This is an optimization exercise on Yosys and OpenROAD, whose aim is small area and few clock cycles per item, not a production implementation. Only simulation tests tie the RTL to the original design; equivalence was not proved. No activity file was given, so power comes from the tool's default toggle rates. The flow treats the clock pin as an ideal source, which a real chip does not have.

`flow/flow/run.sh`:
```
#!/bin/bash
# The standard layout with two changes: the ports are buffered with
# sky130_fd_sc_hd__buf_1 cells, and the clock tree is built without dummy loads.
# make's output goes to orfs_make.log; each tool's own log is under orfs/logs/.
set -euo pipefail
export BUFFER_PORTS_ARGS="-buffer_cell sky130_fd_sc_hd__buf_1"
export CTS_ARGS="-sink_clustering_enable -repair_clock_nets -dont_use_dummy_load -sink_clustering_size 30 -sink_clustering_max_diameter 100"
bash standard.sh finish > orfs_make.log 2>&1
```
`flow/standard.sh`:
```
#!/bin/bash
# synth_recipe.tcl (not shown) runs the flow's synth.tcl, then flattens the netlist and writes it again
# the make line also repeats each setting of config.mk as NAME=value (left out here)
make -C /OpenROAD-flow-scripts/flow DESIGN_CONFIG=/design/flow/config.mk WORK_HOME=/design/flow/orfs CLKGATE_MAP_FILE= SYNTH_SCRIPT=/design/flow/synth_recipe.tcl "${@:-finish}"
```
`flow/config.mk`:
```
export PLATFORM = sky130hd
export DESIGN_NAME = palette_bitplane_tile_encoder
export DESIGN_NICKNAME = palette_bitplane_tile_encoder
export VERILOG_FILES = /design/flow/design.v
export SDC_FILE = /design/flow/constraint.sdc
export NUM_CORES = 4
export LEC_CHECK = 0
export CAP_MARGIN = 20
export CORE_MARGIN = 2
export CORE_UTILIZATION = 40
export CTS_CLUSTER_DIAMETER = 100
export CTS_CLUSTER_SIZE = 30
export PLACE_DENSITY = 0.9
export SLEW_MARGIN = 20
```
`flow/constraint.sdc`:
```
create_clock -name core_clock -period 5.0 [get_ports {aclk}]
set_input_delay 1.0000 -clock core_clock [delete_from_list [all_inputs] [get_ports {aclk}]]
set_output_delay 1.0000 -clock core_clock [all_outputs]
set_load 0.01 [all_outputs]
```
`flow/design.v`:
```
package pbte_pkg;
    localparam int COLOR_W         = 32;
    localparam int TILE_W          = 8;
    localparam int PIXELS_PER_TILE = 8;
    localparam int POS_W           = 3;
    localparam int STORED_W        = 5;
    localparam int APB_DATA_W      = 32;
    localparam int APB_ADDR_W      = 3;
    localparam logic REG_LEARN_COLORS = 1'b0;
    typedef struct packed {
        logic                palette_overflow;
        logic [STORED_W-1:0] colors_stored;
        logic                high_bit;
        logic                low_bit;
    } pal_status_t;
    typedef struct packed {
        logic                palette_overflow;
        logic [STORED_W-1:0] colors_stored;
        logic [TILE_W-1:0]   plane_high;
        logic [TILE_W-1:0]   plane_low;
    } tile_t;
    localparam int TILE_BITS = 1 + STORED_W + 2 * TILE_W;   
    localparam int TDATA_W   = ((TILE_BITS + 7) / 8) * 8;
endpackage
module pbte_palette #(
    parameter int PALETTE_DEPTH = 16
) (
    input  logic                         aclk,
    input  logic                         aresetn,
    input  logic                         step,
    input  logic                         offer,   
    input  logic                         learn,
    input  logic [pbte_pkg::COLOR_W-1:0] color,
    input  logic                         clear,
    output logic                         busy,
    output logic [pbte_pkg::STORED_W-1:0] colors_stored,
    output logic                         palette_overflow,
    output logic                         low_bit,
    output logic                         high_bit
);
    localparam int SLOTS = PALETTE_DEPTH - 3;
    localparam int HALF  = (SLOTS + 1) / 2;   
    localparam int CNT_W = $clog2(PALETTE_DEPTH + 1);
    logic [pbte_pkg::COLOR_W-1:0] bank_reg [1:3];
    logic [pbte_pkg::COLOR_W-1:0] slot_reg [SLOTS];
    logic [SLOTS-1:0]             slot_vld;
    logic [CNT_W-1:0]             count_reg;
    logic                         overflow_reg;
    logic [CNT_W-1:0] count_eff;
    logic [3:1]       bank_hit;
    logic             ring_hit;
    logic             hit;
    logic             full;
    logic             store;
    logic             to_bank;
    logic             to_ring;
    logic             new_ring;   
    logic             gap_a;      
    logic             gap_b;      
    logic             clr;
    assign clr = offer && clear;   
    always_comb begin
        count_eff = clear ? '0 : count_reg;
        for (int i = 1; i <= 3; i++) begin
            bank_hit[i] = (CNT_W'(i) < count_eff) && (bank_reg[i] == color);
        end
        ring_hit = 1'b0;
        for (int i = 0; i < SLOTS; i++) begin
            if (!clear && slot_vld[i] && (slot_reg[i] == color)) ring_hit = 1'b1;
        end
        hit = (|bank_hit) || ring_hit;
        full     = (count_eff >= CNT_W'(PALETTE_DEPTH));
        store    = !hit && learn && !full;
        to_bank  = store && (count_eff >= CNT_W'(1)) && (count_eff <= CNT_W'(3));
        to_ring  = store && !to_bank;
        new_ring = step && to_ring;
        low_bit  = bank_hit[1] || bank_hit[3]
                   || (to_bank && ((count_eff == CNT_W'(1)) || (count_eff == CNT_W'(3))));
        high_bit = bank_hit[2] || bank_hit[3]
                   || (to_bank && ((count_eff == CNT_W'(2)) || (count_eff == CNT_W'(3))));
    end
    assign gap_a = !slot_vld[HALF-1];
    assign gap_b = !slot_vld[SLOTS-1];
    assign busy  = !gap_a && !gap_b && to_ring && !clear;
    assign colors_stored    = pbte_pkg::STORED_W'(count_reg);
    assign palette_overflow = overflow_reg;
    always_ff @(posedge aclk) begin
        if (!aresetn) begin
            count_reg    <= '0;
            overflow_reg <= 1'b0;
        end else if (step) begin
            count_reg    <= store ? count_eff + CNT_W'(1) : count_eff;
            overflow_reg <= (!clear && overflow_reg) || (!hit && learn && full);
        end
    end
    always_ff @(posedge aclk) begin
        for (int i = 1; i <= 3; i++) begin
            if (count_reg == CNT_W'(i)) bank_reg[i] <= color;
        end
    end
    always_ff @(posedge aclk) begin
        for (int i = 1; i < SLOTS; i++) begin
            if (i != HALF) slot_reg[i] <= slot_reg[i-1];
        end
        slot_reg[0]    <= (gap_a || clr) ? color : slot_reg[HALF-1];
        slot_reg[HALF] <= gap_b ? color : slot_reg[SLOTS-1];
    end
    always_ff @(posedge aclk) begin
        if (!aresetn) begin
            slot_vld <= '0;
        end else begin
            for (int i = 1; i < SLOTS; i++) begin
                if (i != HALF) slot_vld[i] <= slot_vld[i-1] && !clr;
            end
            slot_vld[0]    <= (gap_a || clr) ? new_ring : slot_vld[HALF-1];
            slot_vld[HALF] <= gap_b ? (new_ring && !gap_a && !clr)
                                    : (slot_vld[SLOTS-1] && !clr);
        end
    end
endmodule
module pbte_planes (
    input  logic                        aclk,
    input  logic                        aresetn,
    input  logic                        step,
    input  logic                        clear,
    input  logic                        low_bit,
    input  logic                        high_bit,
    output logic                        emit,
    output logic [pbte_pkg::TILE_W-1:0] plane_low,
    output logic [pbte_pkg::TILE_W-1:0] plane_high
);
    logic [pbte_pkg::POS_W-1:0] bit_pos_reg;
    logic [pbte_pkg::POS_W-1:0] pos_eff;
    assign pos_eff = clear ? '0 : bit_pos_reg;
    assign emit    = (pos_eff == pbte_pkg::POS_W'(pbte_pkg::PIXELS_PER_TILE - 1));
    always_ff @(posedge aclk) begin
        if (!aresetn) begin
            bit_pos_reg <= '0;
        end else if (step) begin
            bit_pos_reg <= pos_eff + pbte_pkg::POS_W'(1);
        end
    end
    always_ff @(posedge aclk) begin
        if (step) begin
            plane_low  <= {plane_low[pbte_pkg::TILE_W-2:0], low_bit};
            plane_high <= {plane_high[pbte_pkg::TILE_W-2:0], high_bit};
        end
    end
endmodule
module palette_bitplane_tile_encoder #(
    parameter int PALETTE_DEPTH = 16
) (
    input  logic                            aclk,
    input  logic                            aresetn,
    input  logic                            s_tvalid,
    output logic                            s_tready,
    input  logic [pbte_pkg::COLOR_W-1:0]    s_tdata,   
    input  logic                            s_tuser,   
    output logic                            m_tvalid,
    input  logic                            m_tready,
    output logic [pbte_pkg::TDATA_W-1:0]    m_tdata,
    input  logic                            psel,
    input  logic                            penable,
    input  logic                            pwrite,
    input  logic [pbte_pkg::APB_ADDR_W-1:0] paddr,
    input  logic [pbte_pkg::APB_DATA_W-1:0] pwdata,
    output logic [pbte_pkg::APB_DATA_W-1:0] prdata,
    output logic                            pready
);
    logic                          learn_reg;
    logic                          m_valid_reg;
    logic                          busy;
    logic                          step;
    logic                          emit;
    logic                          low_bit;
    logic                          high_bit;
    logic [pbte_pkg::TILE_W-1:0]   plane_low;
    logic [pbte_pkg::TILE_W-1:0]   plane_high;
    logic [pbte_pkg::STORED_W-1:0] colors_stored;
    logic                          palette_overflow;
    assign pready = 1'b1;
    always_comb begin
        prdata = '0;
        if (paddr[2] == pbte_pkg::REG_LEARN_COLORS) begin
            prdata[0] = learn_reg;
        end
    end
    always_ff @(posedge aclk) begin
        if (!aresetn) begin
            learn_reg <= 1'b1;
        end else if (psel && penable && pwrite
                     && (paddr[2] == pbte_pkg::REG_LEARN_COLORS)) begin
            learn_reg <= pwdata[0];
        end
    end
    assign s_tready = !busy && (!m_valid_reg || m_tready);
    assign step     = s_tvalid && s_tready;
    always_ff @(posedge aclk) begin
        if (!aresetn) begin
            m_valid_reg <= 1'b0;
        end else if (step && emit) begin
            m_valid_reg <= 1'b1;
        end else if (m_tready) begin
            m_valid_reg <= 1'b0;
        end
    end
    pbte_palette #(
        .PALETTE_DEPTH (PALETTE_DEPTH)
    ) u_palette (
        .aclk             (aclk),
        .aresetn          (aresetn),
        .step             (step),
        .offer            (s_tvalid && (!m_valid_reg || m_tready)),
        .learn            (learn_reg),
        .color            (s_tdata),
        .clear            (s_tuser),
        .busy             (busy),
        .colors_stored    (colors_stored),
        .palette_overflow (palette_overflow),
        .low_bit          (low_bit),
        .high_bit         (high_bit)
    );
    pbte_planes u_planes (
        .aclk       (aclk),
        .aresetn    (aresetn),
        .step       (step),
        .clear      (s_tuser),
        .low_bit    (low_bit),
        .high_bit   (high_bit),
        .emit       (emit),
        .plane_low  (plane_low),
        .plane_high (plane_high)
    );
    assign m_tvalid = m_valid_reg;
    assign m_tdata  = {{(pbte_pkg::TDATA_W - pbte_pkg::TILE_BITS){1'b0}},
                       palette_overflow, colors_stored, plane_high, plane_low};
endmodule
```
==> results.cfg, run 1 <==
[outcome]
status = timing/DRC/antenna clean

[synth]
synth_seq_cells = 552
synth_xor_area_share_pct = 22.2
synth_top_family_by_area = XOR/XNOR gates
async_flop_share_pct = 0
synth.avg_cell_area_um2 = 13.1
yosys_warnings = 5
synth_flop_cell = dfxtp_1
synth_top_area_share_pct = 43.7
yosysSeqAreaShare_pct = 60.3
synthSimpleGateAreaFrac_pct = 7.49
synth-compound-area-share_pct = 0.825
ys_types = 51
synth_area_um2 = 20200
yosys.area.top_type = dfxtp_1
synthCells = 1542
synthMuxAreaShare_pct = 3.92
synth_area_leaders = dfxtp_1 44%, edfxtp_1 17%, xnor2_1 14%, xor2_1 8.6%, mux2_2 3.6%
synth_edf_count = 112
synth_adder_area_share_pct = 0.310

[placed_design]
gp_congestion = 0.947
dp_slack_ns = 0.281
dp_hpwl_mm = 34.7
port_buffers = 66

[setup_path]
path_class = input pin to output port
end_kind = output port
cp.required_ns = 4.00
critPathLaunchType = input pin
worstPathArrival_ns = 3.83
worst-path-max-fanout = 7
startpoint = s_tdata[29]
r2r_start = u_palette.count_reg[1]
reg2reg_depth = 13
timing.rr.end = u_planes.bit_pos_reg[2]
r2r_setup_slack_ns = 1.87

[power]
power.switching_mw = 1.86
clockPowerShare_pct = 26.8
p_seq_share_pct = 63.5
p_leak_nw = 7.78
comb_power_share_pct = 9.7
swShare_pct = 24.1
internal-power_mw = 5.88
report.power.total_mw = 7.74
ir_worst_vdd_uv = 309
p_per_area_nw_per_um2 = 358

[global_route]
first_global_vias = 11817
grt_max_degree = 35
grt_use_total_pct = 17.8
gr-total-overflow = 0
grt_antenna_before_repair = 1
grt_pass1_wl_mm = 70.4

[floorplan]
pin_count = 134
die-area_um2 = 52300
initial_utilization_pct = 40.4
core_area_um2 = 50000
row_count = 82
die_w_um = 229
die_height_um = 229

[sta]
setup-violations-final = 0
slew_violations = 0
setup_ws_ns = 0.168
tightest_slew_ns = 1.12
fmax_mhz = 207
hold_viol = 0
skew_ns = 0.0449
setup_tns_ns = 0
period_needed_ns = 4.83
slew-limit-headroom_pct = 25.3
rsz0062_at_grt = no
post-route-period-util_pct = 96.6

[clock_network]
cts_buffer_depth = 3
cts_sinks = 552
clkTransAtPathRegs_ns = 0.11
clk_latency_ns = 0.57
cts_tree = built
htree_levels = 1
cts_resized = 0
holdBufCountCts = 0
post-cts-setup-buffers = 0
cts_inserted_buffers = 22
root_buffer = clkbuf_16

[min_path]
worstHoldPathType = flop to flop
holdCritStartpoint = u_palette.slot_reg[5][9]
min_to = u_palette.slot_reg[6][9]
holdPathStages = 0

[detailed_routing]
first_pass_iters = 7
avgViaCountPerCell = 5.09
wl_mm = 47.6
detail-route-antenna-nets = 0
drt_iter0_drc = 1225
drcViolationCount = 0
num_vias = 11591
routedWlPerCell_um = 20.9

[layout]
nets = 1688
drive_above_1_share_pct = 9.59
antenna_cells = 0
largest_reg_flops = 416
syn_to_final_growth_pct = 7.26

[run]
timing.max_cap.violations = 0
==> synth_stat cells (21+ instances only) <==
cell type and number:
nand4_1 86, nand2_1 21, xor2_1 197, buf_6 37
nor4_1 61, nand3_1 25, buf_4 60, mux2_2 64
edfxtp_1 112, xnor2_1 315, dfxtp_1 440
==> area by class of cell <==
class / count / area, um2
clock buffer: 22 / 551
fill: 4419 / 28300
inverter: 5 / 18.8
multi-input combinational: 900 / 7160
sequential: 552 / 12200
tap: 672 / 841
timing repair buffer: 127 / 907
==> how the worst max path moves through the flow <==
stage / to / slack [ns] / cells past startpoint
detailed placement: s_tready / 0.28 / 11
finish: s_tready / 0.17 / 11
global placement: s_tready / 0.37 / 11
CTS: s_tready / 0.28 / 11
global route: s_tready / 0.03 / 11
floorplan: s_tready / 0.97 / 12
==> metrics by stage <==
| stage | instances | cell area, um2 | utilization (%) | hold WS, ns |
|---|---|---|---|---|
| after floorplan | 1574 | 20300 | - | 0.349 |
| after global placement | 2256 | 21100 | 42.2 | 0.351 |
| after detailed placement | 2256 | 21100 | 42.2 | 0.353 |
| after CTS | 2278 | 21600 | 43.3 | 0.324 |
| after global routing | 2278 | 21600 | 43.3 | 0.320 |
| final | 2278 | 21600 | 43.3 | 0.321 |
==> power by group through the flow <==
stage	Sequential [mW]	Combinational (mW)	Clock, mW
4_1_cts	4.91	0.744	2.07
6_report	4.92	0.750	2.08
3_3_place_gp	5.00	0.720	0
2_1_floorplan	4.97	0.545	0
5_1_grt	4.94	0.793	2.23
3_5_place_dp	5.01	0.736	0
==> worst max-delay path, stage by stage <==
cell	delay [ns]
buf_1	0.40
buf_4	0.22
xnor2_1	0.12
nand4_1	0.10
nor4_1	0.70
nand4_1	0.25
o22ai_1	0.18
or4_1	0.31
or2_1	0.26
o21a_1	0.13
buf_1	0.15
==> cell families after synthesis <==
family          after synthesis
compound gates               21
xor+xnor                    512
fa+ha+maj                     5
buf+inv                     122
flops                       552
mux                          71
other cells                   2
simple gates                257
==> placed cells by master (no fill, tap or decap), types with 3 or more instances in the layout <==
| master | instances |
|---|---|
| and3_1 | 13 |
| buf_4 | 45 |
| nor3_1 | 16 |
| nor4_1 | 61 |
| nand2_1 | 21 |
| dfxtp_1 | 440 |
| buf_1 | 65 |
| mux2i_1 | 7 |
| nand4_1 | 86 |
| o31ai_1 | 3 |
| clkbuf_16 | 22 |
| nor2b_1 | 4 |
| and2_1 | 4 |
| inv_1 | 4 |
| edfxtp_1 | 112 |
| buf_12 | 16 |
| and4_1 | 6 |
| nand3_1 | 25 |
| nor2_1 | 7 |
| xor2_1 | 197 |
| conb_1 | 34 |
| mux2_2 | 64 |
| ha_1 | 5 |
| xnor2_1 | 315 |
==> per-layer routing <==
layer	up-vias	routed length (um)	track usage (%)
met4	2	1950	7.15
met2	495	22100	29.2
met3	104	3270	2.43
li1	5237	-	-
met5	-	9	0
met1	5753	20200	23.7
Testbench counts, summed over its fixed seeds: cycles 33,665, pixels 32,768.
==> inputs of run 2 (changes only) <==
--- a/flow/config.mk
+++ b/flow/config.mk
@@ -11,4 +11,4 @@
 export CTS_CLUSTER_DIAMETER = 100
 export CTS_CLUSTER_SIZE = 30
-export PLACE_DENSITY = 0.9
+export PLACE_DENSITY = 0.8
 export SLEW_MARGIN = 20
==> run 2 against run 1 <==
Total power is essentially flat. Combinational power shrank 0.9%. First-iteration DRC count shrank 16%. Flip-flop and latch count is the same. Cell count is essentially flat. Global-route usage shrank 0.22 points. Fmax grew 7.7%. Routed wire length shrank 1.7%. Non-clock buffer count shrank 1. Largest power group unchanged.
==> results.cfg, run 2 <==
[synth]
yosys-top-cells-count = 440 x dfxtp_1, 315 x xnor2_1, 197 x xor2_1
synth.avg_cell_area_um2 = 13.1
synth.most_common_cell = dfxtp_1
synth_seq_cells = 552
async_flop_share_pct = 0
synth_area_leaders = dfxtp_1 44%, edfxtp_1 17%, xnor2_1 14%, xor2_1 8.6%, mux2_2 3.6%
synth_area_um2 = 20200
synth_flop_cell = dfxtp_1
synth_edf_count = 112
yosysSeqAreaShare_pct = 60.3
yosys.area.top_type = dfxtp_1
yosys_warnings = 5
ys_types = 51
synth_top_area_share_pct = 43.7
synthCells = 1542

[floorplan]
initial_utilization_pct = 40.4
row_count = 82
die_height_um = 229
die-area_um2 = 52300
die_w_um = 229
pin_count = 134
core_area_um2 = 50000

[layout]
final_common_cell = dfxtp_1
syn_to_final_growth_pct = 7.22
largest_reg_flops = 416
nets = 1687
drive_above_1_share_pct = 9.53
final_core_util_pct = 43.3
antenna_cells = 0
fin_cells = 2277
final_cell_mix = 440 x dfxtp_1, 315 x xnor2_1, 197 x xor2_1, 112 x edfxtp_1, 86 x nand4_1
fillCellCount = 4497

[run]
timing.max_cap.violations = 0

[clock_network]
cts_resized = 0
cts_tree = built
clkTransAtPathRegs_ns = 0.11
cts_sinks = 552
cts_inserted_buffers = 22
post-cts-setup-buffers = 0
cts_buffer_depth = 3
clk_latency_ns = 0.58
holdBufCountCts = 0
htree_levels = 1
root_buffer = clkbuf_16

[global_route]
first_global_vias = 11427
grt_max_degree = 35
grt_antenna_before_repair = 1
grt_use_total_pct = 17.6
gr-total-overflow = 0
grt_pass1_wl_mm = 69.5

[detailed_routing]
routedWlPerCell_um = 20.5
drcViolationCount = 0
wl_mm = 46.7
avgViaCountPerCell = 4.97
drt_iter0_drc = 1035
first_pass_iters = 5
detail-route-antenna-nets = 0
num_vias = 11326

[placed_design]
dp_hpwl_mm = 33.9
port_buffers = 66
dp_slack_ns = 0.541
dp.cells = 2255
gp_congestion = 0.952

[setup_path]
end_kind = output port
critPathLaunchType = input pin
worstPathArrival_ns = 3.49
path_class = input pin to output port
cp.required_ns = 4.00
worst-path-max-fanout = 12

[sta]
slew_violations = 0
period_needed_ns = 4.49
skew_ns = 0.0494
tightest_slew_ns = 0.676
setup_tns_ns = 0
hold_viol = 0
slew-limit-headroom_pct = 54.5
rsz0062_at_grt = no
setup_ws_ns = 0.512
fmax_mhz = 223
post-route-period-util_pct = 89.8
setup-violations-final = 0

[power]
report.power.total_mw = 7.73
ir_worst_vdd_uv = 222
p_per_area_nw_per_um2 = 357
p_leak_nw = 7.78

[min_path]
worstHoldPathType = flop to flop

[outcome]
status = timing/DRC/antenna clean
run 2: cell counts after synthesis:
No cell type changed its count.
run 2: power breakdown:
group | internal (mW) | switching [mW] | total (mW)
combinational | 0.319 | 0.424 | 0.743
sequential | 4.76 | 0.149 | 4.91
clock | 0.797 | 1.28 | 2.08
total | 5.88 | 1.86 | 7.73
run 2: path summary, 6_finish.rpt:
check,from,to,slack (ns),cells after the start
setup / recovery,s_tdata[20],s_tready,0.51,12
hold / removal,u_palette.slot_reg[2][11],u_palette.slot_reg[3][11],0.31,0
setup reg to reg,u_palette.count_reg[1],u_planes.plane_high[0],1.80,12
hold reg to reg,u_palette.slot_reg[2][11],u_palette.slot_reg[3][11],0.31,0
run 2: through the flow:
| step | hold slack, ns | instance area [um2] |
|---|---|---|
| after floorplan | 0.349 | 20300 |
| after global placement | 0.350 | 21100 |
| after detailed placement | 0.353 | 21100 |
| after CTS | 0.314 | 21600 |
| after global routing | 0.318 | 21600 |
| final | 0.312 | 21600 |
run 2: routing by layer:
layer / share of wire, % / GRT usage [%]
met4: 3.2 / 5.56
met2: 47 / 29.0
met3: 6.1 / 2.21
met1: 44 / 24.0
met5: 0.028 / 0
run 2: cells by family (layout without fill, tap and decap cells):
family                     Yosys count  count (layout)  synth area share [%]
other                                2              34                0.0372
buffers and inverters              122             153                  4.88
and+or+nand+nor                    257             257                  7.49
xor gates and xnor gates           512             512                  22.2
muxes                               71              71                  3.92
AOI/OAI and AO/OA                   21              21                 0.825
adders and majority gates            5               5                 0.310
DFF                                552             552                  60.3
run 2: final cells by class:
| class | count | area, um2 | share of cell area (%) |
|---|---|---|---|
| repair buffers | 126 | 900 | 4.16 |
| flip-flops and latches | 552 | 12200 | 56.3 |
| clock buffers | 22 | 551 | 2.54 |
| multi-input cells | 900 | 7160 | 33.1 |
| well taps | 672 | 841 | 3.89 |
| inverters | 5 | 18.8 | 0.0867 |
run 2: critical path, cell delays in order:
cell	delay, ns
buf_1	0.12
buf_4	0.26
buf_4	0.28
xor2_1	0.10
nor4_1	0.31
nand4_1	0.20
nor3_1	0.46
or2_2	0.21
a211o_1	0.13
or2_1	0.15
o21a_1	0.11
buf_1	0.15
==> inputs of run 3 (changes only) <==
==> flow/flow/run.sh (replaced) <==
#!/bin/bash
# The standard layout with three changes: the ports are buffered with
# sky130_fd_sc_hd__buf_1 cells, the clock tree is built without dummy loads,
# and the constant outputs share synthesis's single tie cell.
# make's output goes to orfs_make.log; each tool's own log is under orfs/logs/.
set -euo pipefail
export BUFFER_PORTS_ARGS="-buffer_cell sky130_fd_sc_hd__buf_1"
export CTS_ARGS="-sink_clustering_enable -repair_clock_nets -dont_use_dummy_load -sink_clustering_size 30 -sink_clustering_max_diameter 100"
export SKIP_REPAIR_TIE_FANOUT=1
bash standard.sh finish > orfs_make.log 2>&1
--- a/flow/config.mk
+++ b/flow/config.mk
@@ -11,4 +11,4 @@
 export CTS_CLUSTER_DIAMETER = 100
 export CTS_CLUSTER_SIZE = 30
-export PLACE_DENSITY = 0.8
+export GPL_TIMING_DRIVEN = 0
 export SLEW_MARGIN = 20
==> run 3 against run 2 <==
Sequential power barely moved. Largest power group unchanged. Clock power rose by 3%. First-iteration DRC count rose by 12%. Clock-buffer cell count did not move. Clock skew fell by 0.019 ns. Combinational power rose by 16%. Largest cell class unchanged. Highest routed layer is now met4. Worst setup slack got worse by 0.48 ns. Register-to-register slack got worse by 0.20 ns. Still clean on timing, DRC and antenna. Sequential share of layout area fell by 1.0 points.
==> results.cfg, run 3 <==
[outcome]
status = timing/DRC/antenna clean

[synth]
ys_types = 51
synth_top_area_share_pct = 43.7
synth-compound-area-share_pct = 0.825
yosysSeqAreaShare_pct = 60.3
yosys.area.top_type = dfxtp_1
synth.avg_cell_area_um2 = 13.1
synthMuxAreaShare_pct = 3.92
synth_area_um2 = 20200
synth_xor_area_share_pct = 22.2
synth_area_leaders = dfxtp_1 44%, edfxtp_1 17%, xnor2_1 14%, xor2_1 8.6%, mux2_2 3.6%
yosys-top-cells-count = 440 x dfxtp_1, 315 x xnor2_1, 197 x xor2_1
synth_top_family_by_area = XOR/XNOR gates
synthSimpleGateAreaFrac_pct = 7.49
synth.most_common_cell = dfxtp_1
synth_adder_area_share_pct = 0.310
synth_seq_cells = 552
yosys_warnings = 5
synthCells = 1542
synth_flop_cell = dfxtp_1
synth_edf_count = 112
async_flop_share_pct = 0

[layout]
regArea_um2 = 12200
fillCellCount = 4676
syn_to_final_growth_pct = 9.22
multi_input_area_um2 = 7140
largest_reg_flops = 416
fin_cells = 2310
final_cell_mix = 440 x dfxtp_1, 315 x xnor2_1, 197 x xor2_1, 112 x edfxtp_1, 86 x nand4_1
final_common_cell = dfxtp_1
finalInstanceArea_um2 = 22000
antenna_cells = 0
nets = 1720
drive_above_1_share_pct = 13.3

[power]
clockPowerShare_pct = 27.1
p_leak_nw = 7.96
internal-power_mw = 5.91
report.power.total_mw = 7.90
ir_worst_vdd_uv = 288
comb_power_share_pct = 10.9
swShare_pct = 25.3
p_seq_share_pct = 62.0
p_per_area_nw_per_um2 = 359
power.switching_mw = 2.00

[sta]
slew_violations = 0
setup-violations-final = 0
hold_viol = 0
period_needed_ns = 4.97
setup_tns_ns = 0
rsz0062_at_grt = no
tightest_slew_ns = 0.972
slew-limit-headroom_pct = 35.2
fmax_mhz = 201
post-route-period-util_pct = 99.4
skew_ns = 0.0300

[global_route]
grt_pass1_wl_mm = 84.4
grt_max_degree = 34
grt_use_total_pct = 22.7
first_global_vias = 11631
gr-total-overflow = 0
grt_antenna_before_repair = 0

[clock_network]
cts_buffer_depth = 3
cts_inserted_buffers = 22
htree_levels = 1
clkTransAtPathRegs_ns = 0.12
cts_sinks = 552
post-cts-setup-buffers = 0
clk_latency_ns = 0.58
cts_tree = built
root_buffer = clkbuf_16

[min_path]
worstHoldPathType = flop to flop

[setup_path]
end_kind = output port
worst-path-max-fanout = 10
critPathLaunchType = input pin
cp.required_ns = 4.00
path_class = input pin to output port
worstPathArrival_ns = 3.97

[detailed_routing]
num_vias = 11716
first_pass_iters = 5
detail-route-antenna-nets = 0
avgViaCountPerCell = 5.07
wl_mm = 59.8
routedWlPerCell_um = 25.9
drcViolationCount = 0
drt_iter0_drc = 1163

[floorplan]
row_count = 82
core_area_um2 = 50000
pin_count = 134
die_height_um = 229
die-area_um2 = 52300
die_w_um = 229
initial_utilization_pct = 40.4

[placed_design]
gp_congestion = 0.962
dp_hpwl_mm = 45.0
dp.cells = 2288
place_area_um2 = 21400
port_buffers = 66

[run]
timing.max_cap.violations = 0
run 3: cell counts after synthesis:
No cell type changed its count.
run 3: final timing paths:
check	from	depth (start not counted)	endpoint	slack, ns
worst max-delay path	s_tdata[11]	13	s_tready	0.03
worst min-delay path	u_palette.slot_reg[0][25]	0	u_palette.slot_reg[1][25]	0.33
worst max register to register	u_palette.count_reg[0]	10	u_planes.plane_low[7]	1.60
worst min register to register	u_palette.slot_reg[0][25]	0	u_palette.slot_reg[1][25]	0.33
run 3: kinds of logic (layout without fill, tap and decap cells):
group | count (synthesis) | in the layout
AO/OA/AOI/OAI | 21 | 21
AND/OR/NAND/NOR | 257 | 257
other | 2 | 2
multiplexers | 71 | 71
XOR/XNOR | 512 | 512
adder cells (fa/ha/maj) | 5 | 5
buffers and inverters | 122 | 218
flip-flops | 552 | 552
run 3: area by class of cell:
| type | count | share of cell area (%) |
|---|---|---|
| Buffer | 117 | 4.44 |
| Clock buffer | 22 | 2.50 |
| Multi-Input combinational cell | 868 | 32.4 |
| Timing Repair Buffer | 74 | 1.53 |
| Sequential cell | 552 | 55.2 |
| Tap cell | 672 | 3.81 |
| Inverter | 5 | 0.0852 |
run 3: metal layers:
metal | global-route usage, % | wire length (um) | vias to the layer above
met5 | 0 | 0 | -
met4 | 7.03 | 1940 | 0
met3 | 2.69 | 3540 | 69
met2 | 36.2 | 27100 | 389
met1 | 32.1 | 27200 | 5892
li1 | - | - | 5366
run 3: worst max-delay path, stage by stage:
cell and delay [ns]:
clkbuf_4 0.19, buf_6 0.18, buf_8 0.18, xnor2_1 0.48, nand4_1 0.23, nor4_1 0.29
nand3_1 0.30, nand4_1 0.21, or4_1 0.18, buf_2 0.21, or2_1 0.23, o21a_1 0.13
buf_1 0.14
run 3: power by group through the flow:
stage / sequential, mW / clock [mW] / combinational (mW)
after floorplan: 4.97 / 0 / 0.545
after global placement: 5.00 / 0 / 0.838
after detailed placement: 5.00 / 0 / 0.840
after CTS: 4.90 / 2.17 / 0.849
after global routing: 4.93 / 2.31 / 0.904
final: 4.90 / 2.14 / 0.859
run 3: per-stage QoR:
step	hold WS (ns)	util, %	setup WS [ns]
finish	0.330	44.1	0.0284
global route	0.348	44.1	0.00210
CTS	0.342	44.0	0.00303
detailed placement	0.353	42.8	-0.464
global placement	0.351	42.6	-0.472
floorplan	0.349	-	0.966
run 3: repair_timing:
action	CTS	global route
hold buffers	0	0
setup endpoints to repair	1	1
resized for setup	11	14
pin swaps	1	0
==> inputs of run 4 (changes only) <==
--- a/flow/config.mk
+++ b/flow/config.mk
@@ -11,4 +11,4 @@
 export CTS_CLUSTER_DIAMETER = 100
 export CTS_CLUSTER_SIZE = 30
-export GPL_TIMING_DRIVEN = 0
+export PLACE_DENSITY = 0.8
 export SLEW_MARGIN = 20
==> run 4 against run 3 <==
Still clean on timing, DRC and antenna. Sequential power barely moved. First-iteration DRC count fell by 25%. Clock power is 3% lower. Clock-buffer cell count unchanged. Critical endpoint unchanged. Highest routed layer is now met5.
==> results.cfg, run 4 <==
[layout]
largest_reg_flops = 416
syn_to_final_growth_pct = 6.68
antenna_cells = 0
fillCellCount = 4580
final_common_cell = dfxtp_1
fin_cells = 2243
drive_above_1_share_pct = 9.68
finalInstanceArea_um2 = 21500
nets = 1653
final_cell_mix = 440 x dfxtp_1, 315 x xnor2_1, 197 x xor2_1, 112 x edfxtp_1, 86 x nand4_1

[synth]
synth_seq_cells = 552
synth.most_common_cell = dfxtp_1
ys_types = 51
yosysSeqAreaShare_pct = 60.3
synth_area_um2 = 20200
synth.avg_cell_area_um2 = 13.1
synthCells = 1542
synth_flop_cell = dfxtp_1
async_flop_share_pct = 0
synth_edf_count = 112
yosys_warnings = 5
synth_top_area_share_pct = 43.7
yosys-top-cells-count = 440 x dfxtp_1, 315 x xnor2_1, 197 x xor2_1
yosys.area.top_type = dfxtp_1
synth_area_leaders = dfxtp_1 44%, edfxtp_1 17%, xnor2_1 14%, xor2_1 8.6%, mux2_2 3.6%

[clock_network]
cts_tree = built
post-cts-setup-buffers = 0
htree_levels = 1
cts_sinks = 552
cts_resized = 0
holdBufCountCts = 0
cts_inserted_buffers = 22
clk_latency_ns = 0.57
root_buffer = clkbuf_16
cts_buffer_depth = 3
clkTransAtPathRegs_ns = 0.11

[placed_design]
dp_hpwl_mm = 34.1
dp.cells = 2221
port_buffers = 66
place_area_um2 = 21000
gp_congestion = 0.918

[global_route]
grt_use_total_pct = 17.7
grt_antenna_before_repair = 1
grt_pass1_wl_mm = 69.9
gr-total-overflow = 0
grt_max_degree = 35
first_global_vias = 11536

[sta]
tightest_slew_ns = 0.683
post-route-period-util_pct = 93.1
slew_violations = 0
setup-violations-final = 0
hold_ws_ns = 0.313
period_needed_ns = 4.66
slew-limit-headroom_pct = 54.1
setup_tns_ns = 0
hold_viol = 0
skew_ns = 0.0466
rsz0062_at_grt = no
fmax_mhz = 215

[setup_path]
end_kind = output port
worst-path-max-fanout = 7
worstPathArrival_ns = 3.66
path_class = input pin to output port
r2r_setup_slack_ns = 1.70
critPathLaunchType = input pin
cp.required_ns = 4.00

[power]
ir_worst_vdd_uv = 304
p_leak_nw = 7.68
report.power.total_mw = 7.73
p_per_area_nw_per_um2 = 359

[floorplan]
die-area_um2 = 52300
core_area_um2 = 50000
initial_utilization_pct = 40.4
die_w_um = 229
die_height_um = 229
row_count = 82
pin_count = 134

[detailed_routing]
routedWlPerCell_um = 21.0
drt_iter0_drc = 871
avgViaCountPerCell = 4.99
drcViolationCount = 0
detail-route-antenna-nets = 0
wl_mm = 47.0
num_vias = 11188
first_pass_iters = 5

[run]
timing.max_cap.violations = 0

[outcome]
status = timing/DRC/antenna clean

[min_path]
worstHoldPathType = flop to flop
[run 4: routing by layer]
metal | vias to the layer above | GRT usage (%) | routed length, um
li1 | 5213 | - | -
met1 | 5562 | 23.2 | 20400
met2 | 322 | 29.5 | 22000
met3 | 89 | 2.87 | 2830
met4 | 2 | 6.45 | 1750
met5 | - | 0 | 13
[run 4: cell families (layout without fill, tap and decap cells)]
logic type               Yosys count  in the layout  share of synthesized area [%]
flip-flops                       552            552                           60.3
XOR/XNOR                         512            512                           22.2
AND/OR/NAND/NOR                  257            257                           7.49
buffers and inverters            122            151                           4.88
multiplexers                      71             71                           3.92
AO/OA/AOI/OAI                     21             21                          0.825
adder cells (fa/ha/maj)            5              5                          0.310
other                              2              2                         0.0372
[run 4: path summary, 6_finish.rpt]
path | to | from | depth (start not counted)
worst max register to register | u_planes.plane_high[0] | u_palette.count_reg[0] | 12
worst max-delay path | s_tready | s_tdata[29] | 11
worst min register to register | u_palette.slot_reg[2][10] | u_palette.slot_reg[1][10] | 0
worst min-delay path | u_palette.slot_reg[2][10] | u_palette.slot_reg[1][10] | 0
[run 4: final cells by class]
class / instances / area, um2 / area share, %
clock buffers: 22 / 551 / 2.56
inverters: 5 / 18.8 / 0.0872
multi-input cells: 868 / 7040 / 32.7
flip-flops and latches: 552 / 12200 / 56.5
well taps: 672 / 841 / 3.91
repair buffers: 124 / 911 / 4.23
[run 4: stage by stage]
stage	util, %	setup WS [ns]
5_1_grt	43.1	0.329
3_5_place_dp	42.0	0.500
3_3_place_gp	42.0	0.554
4_1_cts	43.1	0.487
2_1_floorplan	-	0.966
6_report	43.1	0.343
[run 4: critical path, stage by stage]
cell and delay (ns):
buf_1 0.38, buf_4 0.28, xnor2_1 0.13, nand4_1 0.11, nor4_1 0.60, nand4_1 0.31, o22ai_1 0.22, or4_1 0.20
or2_1 0.16, o21a_1 0.12, buf_1 0.14
[run 4: where the power goes]
| group | switching, mW | leakage, nW | internal, mW |
|---|---|---|---|
| sequential | 0.149 | 4.74 | 4.76 |
| combinational | 0.424 | 2.66 | 0.321 |
| clock | 1.28 | 0.271 | 0.798 |

separate check: timing with driven ports:
The results above use ideal ports. As a check the final layouts listed here were re-extracted and re-timed, cells and wires unchanged.
Step 1: set_driving_cell puts a clkbuf_16 on aclk and a buf_2 on each other input, an assumption about the parent block.
Step 2 times the ports against the registers' clock, not the clock port: input delays grow and output delays shrink by t, the midpoint of the rising clock arrivals with the driver on.
Three values: ideal, step 1, step 2; two values: the first two.
| run | t (ns) | setup slack, ns | worst data-port slew with drivers (ns) |
|---|---|---|---|
| run 1 | 0.605 | 0.168 / 0.143 / 0.143 | 0.04 |
| run 2 | 0.612 | 0.512 / 0.481 / 0.481 | 0.03 |
| run 3 | 0.622 | 0.028 / 0.008 / 0.008 | 0.04 |
| run 4 | 0.598 | 0.343 / 0.317 / 0.317 | 0.04 |
After both steps setup and hold are still met in every run listed. The setup slack of run 2, which loses most, moves by -0.031 ns with the drivers and by -0.031 ns with both steps.
